What follows belongs to an exercise in optimizing a design on an open flow for small area and a short achievable clock period; a production flow would make more cautious choices. Function was checked by simulation only, so behaviour that the tests miss may differ from the original. No activity file was given, so power comes from the tool's default toggle rates.

==> flow/design.v (excerpt) <==
module silicon_net_top (
    input  logic          clk,
    input  logic          rst_n_i,
    output logic [127:0]  sa_data_o,
    output logic [3:0]    sa_valid_o,
    output logic [3:0]    sa_first_o,
    output logic [3:0]    sa_last_o,
    input  logic [3:0]    sa_ready_i,
    input  logic [127:0]  sa_data_i,
    input  logic [3:0]    sa_valid_i,
    input  logic [3:0]    sa_first_i,
    input  logic [3:0]    sa_last_i,
    output logic [3:0]    sa_ready_o,
    input  logic          ctl_read_i,
    input  logic          ctl_write_i,
    input  logic [15:0]   ctl_addr_i,
    input  logic [31:0]   ctl_wrdata_i,
    output logic [31:0]   ctl_rddata_o,
    output logic          ctl_rdvalid_o
);
Size in the first run: about 3000 cells after synthesis, roughly 800 flip-flops, roughly 370 I/O pins, roughly 38000 sq um of cells after synthesis.
==> flow/config.mk <==
export PLATFORM = sky130hd
export DESIGN_NAME = silicon_net_top
export DESIGN_NICKNAME = silicon_net_top
export VERILOG_FILES = /design/flow/design.v
export SDC_FILE = /design/flow/constraint.sdc
export NUM_CORES = 4
export LEC_CHECK = 0
export CAP_MARGIN = 20
export CORE_MARGIN = 2
export CORE_UTILIZATION = 60
export SETUP_SLACK_MARGIN = 3.0
export SLEW_MARGIN = 20
==> flow/constraint.sdc <==
create_clock -name core_clock -period 7.0 [get_ports {clk}]
set_input_delay 1.4000 -clock core_clock [delete_from_list [all_inputs] [get_ports {clk}]]
set_output_delay 1.4000 -clock core_clock [all_outputs]
set_load 0.01 [all_outputs]
standard.sh (not shown) runs the stock make flow with config.mk's settings and CLKGATE_MAP_FILE= SYNTH_SCRIPT=/design/flow/synth_recipe.tcl, a recipe that flattens the netlist after the stock synthesis.
==> flow/flow/run.sh <==
#!/bin/bash
# Standard ORFS layout (standard.sh's make command) with these changes:
#  - port buffers are buf_1 cells, sized up later by the repair steps where timing needs it;
#  - the clock tree uses clkbuf_8 cells in clusters of at most 17 sinks, without dummy loads;
#  - pins are grouped by function (io.tcl);
#  - delay cells and the weak a222oi are added to DONT_USE_CELLS, through a config file
#    that includes the standard flow's config.mk.
# The make output goes to flow_make.log; each ORFS step logs under orfs/logs.
set -euo pipefail
here=$(cd "$(dirname "$0")" && pwd)
work=$(pwd)
export BUFFER_PORTS_ARGS="-buffer_cell sky130_fd_sc_hd__buf_1"
export CTS_ARGS="-sink_clustering_enable -repair_clock_nets -dont_use_dummy_load -buf_list sky130_fd_sc_hd__clkbuf_8 -sink_clustering_size 17 -sink_clustering_max_diameter 50"
export IO_CONSTRAINTS="$here/io.tcl"
dont=""
for c in clkdlybuf4s15_1 clkdlybuf4s15_2 clkdlybuf4s18_1 clkdlybuf4s18_2 clkdlybuf4s25_1 \
         clkdlybuf4s25_2 clkdlybuf4s50_1 clkdlybuf4s50_2 dlygate4sd1_1 dlygate4sd2_1 \
         dlygate4sd3_1 dlymetal6s2s_1 dlymetal6s4s_1 dlymetal6s6s_1 a222oi_1; do
  dont="$dont sky130_fd_sc_hd__$c"
done
printf 'include %s\nexport DONT_USE_CELLS =%s\n' "$work/config.mk" "$dont" > "$work/flow_config.mk"
sed "s#DESIGN_CONFIG=[^ ]*#DESIGN_CONFIG=$work/flow_config.mk#" standard.sh > flow_standard.sh
bash flow_standard.sh > flow_make.log 2>&1
Other scripts of this flow, unchanged in this note and not shown: flow/flow/io.tcl
Edit:
--- a/flow/flow/run.sh
+++ b/flow/flow/run.sh
@@ -4 +4 @@
-#  - the clock tree uses clkbuf_8 cells in clusters of at most 17 sinks, without dummy loads;
+#  - the clock tree uses clkbuf_8 cells in clusters of at most 15 sinks, without dummy loads;
@@ -13 +13 @@
-export CTS_ARGS="-sink_clustering_enable -repair_clock_nets -dont_use_dummy_load -buf_list sky130_fd_sc_hd__clkbuf_8 -sink_clustering_size 17 -sink_clustering_max_diameter 50"
+export CTS_ARGS="-sink_clustering_enable -repair_clock_nets -dont_use_dummy_load -buf_list sky130_fd_sc_hd__clkbuf_8 -sink_clustering_size 15 -sink_clustering_max_diameter 50"
SETUP_SLACK_MARGIN = 2.5   (was 3.0)
Outcome: The new run completed without violations; total power went down by 0.40%; final area went up by 0.54%; wire length went down by 0.97%; utilization went up by 0.37 points; clock skew went up by 0.0075 ns; area after synthesis does not change; die area is unchanged.
Edit:
SETUP_SLACK_MARGIN = 2.75   (was 2.5)
- core utilization is higher by 0.71 points
- routed wire length is higher by a few percent
- via count is higher slightly
- sequential power barely changes
- cell count is higher slightly
- clock skew is lower by 0.011 ns
- die area stays the same
- fmax is lower slightly
- design area is higher slightly
- setup slack gets worse by 0.050 ns
Edit:
--- a/flow/flow/run.sh
+++ b/flow/flow/run.sh
@@ -4 +4 @@
-#  - the clock tree uses clkbuf_8 cells in clusters of at most 15 sinks, without dummy loads;
+#  - the clock tree uses clkbuf_8 cells in clusters of at most 18 sinks, without dummy loads;
@@ -13 +13 @@
-export CTS_ARGS="-sink_clustering_enable -repair_clock_nets -dont_use_dummy_load -buf_list sky130_fd_sc_hd__clkbuf_8 -sink_clustering_size 15 -sink_clustering_max_diameter 50"
+export CTS_ARGS="-sink_clustering_enable -repair_clock_nets -dont_use_dummy_load -buf_list sky130_fd_sc_hd__clkbuf_8 -sink_clustering_size 18 -sink_clustering_max_diameter 50"
SETUP_SLACK_MARGIN = 3.0   (was 2.75)
Outcome: The new run produced a clean layout; clock skew went up by 0.011 ns; sequential share of layout area went up by 0.66 points; die area does not change; setup slack improves by 0.058 ns; clock power went up by about 4%; register-to-register slack improves by 0.55 ns; routed wire length went down by about 1.1%; count of clock-buffer cells in the layout went up by 7; synthesized area is unchanged; fmax went up by about 1.2%; non-clock buffer count went down by 85.
Edit:
--- a/flow/flow/run.sh
+++ b/flow/flow/run.sh
@@ -4 +4 @@
-#  - the clock tree uses clkbuf_8 cells in clusters of at most 18 sinks, without dummy loads;
+#  - the clock tree uses clkbuf_8 cells in clusters of at most 15 sinks, without dummy loads;
@@ -13 +13 @@
-export CTS_ARGS="-sink_clustering_enable -repair_clock_nets -dont_use_dummy_load -buf_list sky130_fd_sc_hd__clkbuf_8 -sink_clustering_size 18 -sink_clustering_max_diameter 50"
+export CTS_ARGS="-sink_clustering_enable -repair_clock_nets -dont_use_dummy_load -buf_list sky130_fd_sc_hd__clkbuf_8 -sink_clustering_size 15 -sink_clustering_max_diameter 50"
SETUP_SLACK_MARGIN = 3.5   (was 3.0)
The changed run ran to the end with no violations.
Final area increases by 6.6%.
Maximum frequency decreases by 1.1%.
Routed wire length increases by 12%.
Count of clock-buffer cells in the layout decreases by 2.
Combinational power increases by 67%.
Via count increases by 7.3%.
Core utilization increases by 4.6 points.
Sequential power decreases by 4.0%.
Die area is unchanged.
Global-route usage increases by 4.6 points.
Edit:
CORE_UTILIZATION = 55   (was 60)
SETUP_SLACK_MARGIN = 3.0   (was 3.5)
The new run went through all stages and came out clean.
Via count went down by about 8%.
Non-clock buffer count went down by 165.
Hold slack gets worse by 0.013 ns.
Setup slack gets worse by 0.023 ns.
Register-to-register slack gets better by 0.76 ns.
Global-route usage went down by 7.7 points.
Clock skew went down by 0.015 ns.
Routed wire length went down by about 9%.
Cell area went down by 6.0%.
Synthesized cell count stays the same.

-- separate check: timing with driven ports --
The flow's constraints put no driver on any port. The routed layouts listed below were extracted and timed again, unchanged, in two steps. Step 1: set_driving_cell puts a clkbuf_16 on clk and a buf_2 on each other input, an assumption about the parent block. Step 2 adds t to the input delays and takes it off the output delays; t is the mean of the earliest and latest rising clock arrival at the registers after step 1. Input paths then give back, and output paths get back, about the clock's delay inside the block. Three values: no drivers, after step 1, after step 2; two values: the first two.
run | t, ns | setup WS [ns] | latest minus earliest clock arrival (ns) | pins driven straight from the clock port
the first run | 0.781 | 2.227 / 2.172 / 2.059 | 0.092 / 0.093 | 1
the second run | 0.774 | 2.205 / 2.156 / 1.456 | 0.105 / 0.105 | 1
the third run | 0.782 | 2.155 / 2.094 / 1.411 | 0.098 / 0.098 | 1
the fourth run | 0.806 | 2.213 / 2.150 / 2.087 | 0.100 / 0.099 | 1
the fifth run | 0.782 | 2.158 / 2.149 / 1.380 | 0.099 / 0.098 | 1
the sixth run | 0.779 | 2.136 / 2.100 / 2.100 | 0.075 / 0.076 | 1
After both steps every run listed still meets setup and hold. For the fifth run, which loses most, drivers alone change the setup slack by -0.009 ns; drivers and shift together by -0.778 ns.
